What follows belongs to an exercise in optimizing a design on an open flow for small area, a short achievable clock period and few clock cycles per item; a production flow would make more cautious choices. Power figures rest on the tool's default switching activity, not on a simulated workload.

## old
==> flow/design.v <==
`default_nettype none
package kct_pkg;
	localparam int KCT_ENTRIES    = 16;
	localparam int KCT_KEY_BITS   = 8;
	localparam int KCT_COUNT_BITS = 16;
	typedef enum logic [1:0] {
		REQ_ADD     = 2'd0,
		REQ_CONSUME = 2'd1,
		REQ_QUERY   = 2'd2,
		REQ_CLEAR   = 2'd3
	} req_t;
	typedef enum logic [2:0] {
		STS_DONE     = 3'd0,
		STS_INVALID  = 3'd1,
		STS_FULL     = 3'd2,
		STS_SHORT    = 3'd3,
		STS_OVERFLOW = 3'd4
	} status_t;
endpackage
`default_nettype wire
`default_nettype none
module kct_cell #(
	parameter int KEY_BITS   = kct_pkg::KCT_KEY_BITS,
	parameter int COUNT_BITS = kct_pkg::KCT_COUNT_BITS
) (
	input  wire logic                  clk,
	input  wire logic                  arst_n,
	input  wire logic                  clr,       
	input  wire logic                  claim,     
	input  wire logic                  remove,    
	input  wire logic                  wr,        
	input  wire logic [KEY_BITS-1:0]   wkey,
	input  wire logic [COUNT_BITS-1:0] wcnt,
	input  wire logic [KEY_BITS-1:0]   cmp_key,
	output logic                       valid,
	output logic [COUNT_BITS-1:0]      cnt,
	output logic                       hit       
);
	logic                  valid_q;
	logic [KEY_BITS-1:0]   key_q;
	logic [COUNT_BITS-1:0] cnt_q;
	logic                  valid_d;
	always_comb begin
		if (clr)
			valid_d = 1'b0;
		else if (claim)
			valid_d = 1'b1;
		else if (remove)
			valid_d = 1'b0;
		else
			valid_d = valid_q;
		hit = valid_q && (key_q == cmp_key);
	end
	always_ff @(posedge clk or negedge arst_n) begin
		if (!arst_n)
			valid_q <= 1'b0;
		else
			valid_q <= valid_d;
	end
	always_ff @(posedge clk) begin
		if (claim)
			key_q <= wkey;
		if (wr)
			cnt_q <= wcnt;
	end
	assign valid = valid_q;
	assign cnt   = cnt_q;
endmodule
`default_nettype wire
`default_nettype none
module keyed_count_table_top #(
	parameter int ENTRIES    = kct_pkg::KCT_ENTRIES,
	parameter int KEY_BITS   = kct_pkg::KCT_KEY_BITS,
	parameter int COUNT_BITS = kct_pkg::KCT_COUNT_BITS
) (
	input  wire logic        clk,
	input  wire logic        arst_n,
	input  wire logic        in_valid,
	output logic             in_ready,
	input  wire logic [1:0]  req_type,
	input  wire logic [7:0]  item_key,
	input  wire logic [15:0] amount,
	output logic             out_valid,
	input  wire logic        out_ready,
	output logic [2:0]       status,
	output logic             enough,
	output logic [15:0]      held_count
);
	logic [ENTRIES-1:0]    t_valid;
	logic [COUNT_BITS-1:0] t_cnt [ENTRIES];
	logic [ENTRIES-1:0]    t_hit;
	logic [ENTRIES-1:0]    t_claim;
	logic [ENTRIES-1:0]    t_remove;
	logic [ENTRIES-1:0]    t_wr;
	logic                  x_vld_q;
	logic [1:0]            x_op_q;
	logic [KEY_BITS-1:0]   x_key_q;
	logic [15:0]           x_amt_q;
	logic                  x_triv_q;
	logic                  x_found_q;
	logic [ENTRIES-1:0]    x_match_q;
	logic [COUNT_BITS-1:0] x_held_q;
	logic                  rdy_q;
	logic                  o_vld_q;
	logic [2:0]            o_sts_q;
	logic                  o_en_q;
	logic [15:0]           o_held_q;
	logic                  s_vld_q;
	logic [2:0]            s_sts_q;
	logic                  s_en_q;
	logic [15:0]           s_held_q;
	logic                  accept;
	logic                  exec;
	logic                  o_load;
	logic                  x_vld_d;
	logic                  s_vld_d;
	logic                  same;
	logic                  x_clr;
	logic [ENTRIES-1:0]    match_d;
	logic [COUNT_BITS-1:0] held_tab;
	logic [COUNT_BITS-1:0] held_d;
	logic                  full;
	logic                  all_below;
	logic [ENTRIES-1:0]    free_oh;
	logic [COUNT_BITS:0]   sum;
	logic [COUNT_BITS:0]   diff;
	logic                  ovf;
	logic                  covers;
	logic                  is_add;
	logic                  is_con;
	logic                  do_claim;
	logic                  do_remove;
	kct_pkg::status_t      r_sts;
	logic                  r_en;
	logic [15:0]           r_held;
	for (genvar i = 0; i < ENTRIES; i++) begin : g_cell
		kct_cell #(
			.KEY_BITS   (KEY_BITS),
			.COUNT_BITS (COUNT_BITS)
		) u_cell (
			.clk     (clk),
			.arst_n  (arst_n),
			.clr     (x_clr),
			.claim   (t_claim[i]),
			.remove  (t_remove[i]),
			.wr      (t_wr[i]),
			.wkey    (x_key_q),
			.wcnt    (r_held),
			.cmp_key (item_key),
			.valid   (t_valid[i]),
			.cnt     (t_cnt[i]),
			.hit     (t_hit[i])
		);
	end
	always_comb begin
		is_add = (x_op_q == kct_pkg::REQ_ADD);
		is_con = (x_op_q == kct_pkg::REQ_CONSUME);
		x_clr  = exec && (x_op_q == kct_pkg::REQ_CLEAR);
		full   = &t_valid;
		all_below = 1'b1;
		for (int i = 0; i < ENTRIES; i++) begin
			free_oh[i] = !t_valid[i] && all_below;
			all_below  = all_below && t_valid[i];
		end
		sum    = {1'b0, x_held_q} + {1'b0, x_amt_q};
		diff   = {1'b0, x_held_q} - {1'b0, x_amt_q};
		ovf    = sum[COUNT_BITS];
		covers = !diff[COUNT_BITS];
		do_claim  = exec && is_add && !x_triv_q && !x_found_q;
		do_remove = exec && is_con && !x_triv_q && (x_held_q == x_amt_q);
		for (int i = 0; i < ENTRIES; i++) begin
			t_claim[i]  = do_claim && free_oh[i];
			t_remove[i] = do_remove && x_match_q[i];
			t_wr[i]     = t_claim[i] || (exec && x_match_q[i]);
		end
		r_sts  = kct_pkg::STS_DONE;
		r_en   = 1'b1;
		r_held = x_held_q;
		unique case (x_op_q)
			kct_pkg::REQ_ADD: begin
				if (x_triv_q) begin
					r_sts = kct_pkg::STS_INVALID;
				end else if (ovf) begin
					r_sts = kct_pkg::STS_OVERFLOW;
					r_en  = covers;
				end else if (!x_found_q && full) begin
					r_sts  = kct_pkg::STS_FULL;
					r_en   = 1'b0;
				end else begin
					r_held = sum[COUNT_BITS-1:0];
				end
			end
			kct_pkg::REQ_CONSUME: begin
				if (x_triv_q) begin
					r_en = 1'b1;
				end else if (!covers) begin
					r_sts = kct_pkg::STS_SHORT;
					r_en  = 1'b0;
				end else begin
					r_held = diff[COUNT_BITS-1:0];
				end
			end
			kct_pkg::REQ_QUERY: begin
				r_en = x_triv_q || covers;
			end
			default: begin
				r_en   = x_triv_q;
				r_held = '0;
			end
		endcase
	end
	always_comb begin
		same     = x_vld_q && (item_key == x_key_q);
		held_tab = '0;
		for (int i = 0; i < ENTRIES; i++)
			held_tab = held_tab | (t_cnt[i] & {COUNT_BITS{t_hit[i]}});
		if (x_clr) begin
			match_d = '0;
			held_d  = '0;
		end else if (same) begin
			match_d = t_claim | (x_match_q & ~t_remove);
			held_d  = r_held;
		end else begin
			match_d = t_hit;
			held_d  = held_tab;
		end
	end
	always_comb begin
		in_ready = rdy_q;
		accept   = in_valid && rdy_q;
		exec     = x_vld_q && !s_vld_q;
		o_load   = !o_vld_q || out_ready;
		x_vld_d  = accept || (x_vld_q && !exec);
		s_vld_d  = s_vld_q ? !out_ready : (exec && !o_load);
	end
	always_ff @(posedge clk or negedge arst_n) begin
		if (!arst_n) begin
			rdy_q   <= 1'b1;
			x_vld_q <= 1'b0;
			o_vld_q <= 1'b0;
			s_vld_q <= 1'b0;
		end else begin
			rdy_q   <= !(x_vld_d && s_vld_d);
			x_vld_q <= x_vld_d;
			s_vld_q <= s_vld_d;
			if (o_load)
				o_vld_q <= s_vld_q || exec;
		end
	end
	always_ff @(posedge clk) begin
		if (accept) begin
			x_op_q    <= req_type;
			x_key_q   <= item_key;
			x_amt_q   <= amount;
			x_triv_q  <= (item_key == '0) || (amount == '0);
			x_found_q <= |match_d;
			x_match_q <= match_d;
			x_held_q  <= held_d;
		end
		if (o_load) begin
			if (s_vld_q) begin
				o_sts_q  <= s_sts_q;
				o_en_q   <= s_en_q;
				o_held_q <= s_held_q;
			end else begin
				o_sts_q  <= r_sts;
				o_en_q   <= r_en;
				o_held_q <= r_held;
			end
		end
		if (exec && !o_load) begin
			s_sts_q  <= r_sts;
			s_en_q   <= r_en;
			s_held_q <= r_held;
		end
	end
	assign out_valid  = o_vld_q;
	assign status     = o_sts_q;
	assign enough     = o_en_q;
	assign held_count = o_held_q;
endmodule
`default_nettype wire
export LEC_CHECK = 0
export CAP_MARGIN = 20
export CORE_MARGIN = 2
export CORE_UTILIZATION = 40
export PLACE_DENSITY = 0.6
export SETUP_SLACK_MARGIN = 5.0
export SLEW_MARGIN = 20
create_clock -name core_clock -period 8.0 [get_ports {clk}]
run.sh (not shown) runs the stock make flow with config.mk's settings and CLKGATE_MAP_FILE= SYNTH_SCRIPT=/design/flow/synth_recipe.tcl, a recipe that flattens the netlist after the stock synthesis.
Here is what was changed in the inputs of new compared with old.
-- flow/design.v --
<<< old, line 93
	logic [ENTRIES-1:0]    t_remove;
	logic [ENTRIES-1:0]    t_wr;
	logic                  x_vld_q;
	logic [1:0]            x_op_q;
>>> new, line 93
	logic [ENTRIES-1:0]    t_remove;
	logic [ENTRIES-1:0]    t_wr;
	logic                  r_vld_q;
	logic [1:0]            r_op_q;
	logic [KEY_BITS-1:0]   r_key_q;
	logic [15:0]           r_amt_q;
	logic                  x_vld_q;
	logic [1:0]            x_op_q;
<<< old, line 112
	logic                  accept;
	logic                  exec;
	logic                  o_load;
	logic                  x_vld_d;
	logic                  s_vld_d;
>>> new, line 116
	logic                  accept;
	logic                  exec;
	logic                  r_to_x;
	logic                  o_load;
	logic                  r_vld_d;
	logic                  x_vld_d;
	logic                  s_vld_d;
<<< old, line 147
			.wkey    (x_key_q),
			.wcnt    (r_held),
			.cmp_key (item_key),
			.valid   (t_valid[i]),
			.cnt     (t_cnt[i]),
>>> new, line 153
			.wkey    (x_key_q),
			.wcnt    (r_held),
			.cmp_key (r_key_q),
			.valid   (t_valid[i]),
			.cnt     (t_cnt[i]),
<<< old, line 211
	end
	always_comb begin
		same     = x_vld_q && (item_key == x_key_q);
		held_tab = '0;
		for (int i = 0; i < ENTRIES; i++)
>>> new, line 217
	end
	always_comb begin
		same     = x_vld_q && (r_key_q == x_key_q);
		held_tab = '0;
		for (int i = 0; i < ENTRIES; i++)
<<< old, line 230
		accept   = in_valid && rdy_q;
		exec     = x_vld_q && !s_vld_q;
		o_load   = !o_vld_q || out_ready;
		x_vld_d  = accept || (x_vld_q && !exec);
		s_vld_d  = s_vld_q ? !out_ready : (exec && !o_load);
	end
>>> new, line 236
		accept   = in_valid && rdy_q;
		exec     = x_vld_q && !s_vld_q;
		r_to_x   = r_vld_q && (!x_vld_q || exec);
		o_load   = !o_vld_q || out_ready;
		r_vld_d  = accept || (r_vld_q && !r_to_x);
		x_vld_d  = r_to_x || (x_vld_q && !exec);
		s_vld_d  = s_vld_q ? !out_ready : (exec && !o_load);
	end
<<< old, line 237
		if (!arst_n) begin
			rdy_q   <= 1'b1;
			x_vld_q <= 1'b0;
			o_vld_q <= 1'b0;
			s_vld_q <= 1'b0;
		end else begin
			rdy_q   <= !(x_vld_d && s_vld_d);
			x_vld_q <= x_vld_d;
			s_vld_q <= s_vld_d;
>>> new, line 245
		if (!arst_n) begin
			rdy_q   <= 1'b1;
			r_vld_q <= 1'b0;
			x_vld_q <= 1'b0;
			o_vld_q <= 1'b0;
			s_vld_q <= 1'b0;
		end else begin
			rdy_q   <= !(r_vld_d && x_vld_d && s_vld_d);
			r_vld_q <= r_vld_d;
			x_vld_q <= x_vld_d;
			s_vld_q <= s_vld_d;
<<< old, line 250
	always_ff @(posedge clk) begin
		if (accept) begin
			x_op_q    <= req_type;
			x_key_q   <= item_key;
			x_amt_q   <= amount;
			x_triv_q  <= (item_key == '0) || (amount == '0);
			x_found_q <= |match_d;
			x_match_q <= match_d;
>>> new, line 260
	always_ff @(posedge clk) begin
		if (accept) begin
			r_op_q  <= req_type;
			r_key_q <= item_key;
			r_amt_q <= amount;
		end
		if (r_to_x) begin
			x_op_q    <= r_op_q;
			x_key_q   <= r_key_q;
			x_amt_q   <= r_amt_q;
			x_triv_q  <= (r_key_q == '0) || (r_amt_q == '0);
			x_found_q <= |match_d;
			x_match_q <= match_d;
### Flow results
- In summary, new completed successfully, with a layout that passed the timing, design-rule and antenna checks.
- Count of flip-flops with a built-in enable after synthesis up about 5.4% in new wrt old
- new vs old, ratio of cells with drive above 1 in the final layout went down by 5.1 points.
- Taking old as the reference, in new switching part of the total power went up 5.4 points; count of multi-input gates picked up an extra 18.
- On worst-case reg-to-reg path depth: between new and old, it ends up lower for old.
- Setup slack, new and old: smaller value in old
- Lower placement row count among new and old: old
- Relative to old, the synthesized area of new is higher by 5.0%.
- Between new and old, it is new whose number of logic inverters in the finished layout is higher, by about 10%.
- For the count of buffers not belonging to the clock network in the layout, new came in 53 lower than old did.
- Worst max-slew margin expressed relative to the limit for new is lower than for old.
No run of this note included a check of the RTL's function; only the layout flow was run.

==> what the ideal ports hide <==
How much do the figures lean on ideal ports? The routed layouts below were timed once more, with nothing changed but the port constraints.
Step 1 sets driving cells, clkbuf_16 on the clock port and buf_2 on the other inputs (assumed; they add their load-dependent delay and slew).
Step 2 moves the port delays by t, midway between the first and last clock arrival at a register: inputs arrive t later, outputs are due t later. That takes back most of the time a late clock gives input paths.
Slacks: ideal / step 1 / step 2; pairs: ideal / step 1.
| run | t, ns | setup slack, ns | clock arrival spread, ns | cell pins on the clock port's net |
|---|---|---|---|---|
| old | 0.651 | 4.394 / 4.414 / 3.763 | 0.045 / 0.045 | 1 |
| new | 0.663 | 4.672 / 4.672 / 4.423 | 0.018 / 0.017 | 1 |
After both steps every run listed still meets setup and hold. For old, which loses most, drivers alone change the setup slack by +0.020 ns; drivers and shift together by -0.631 ns.
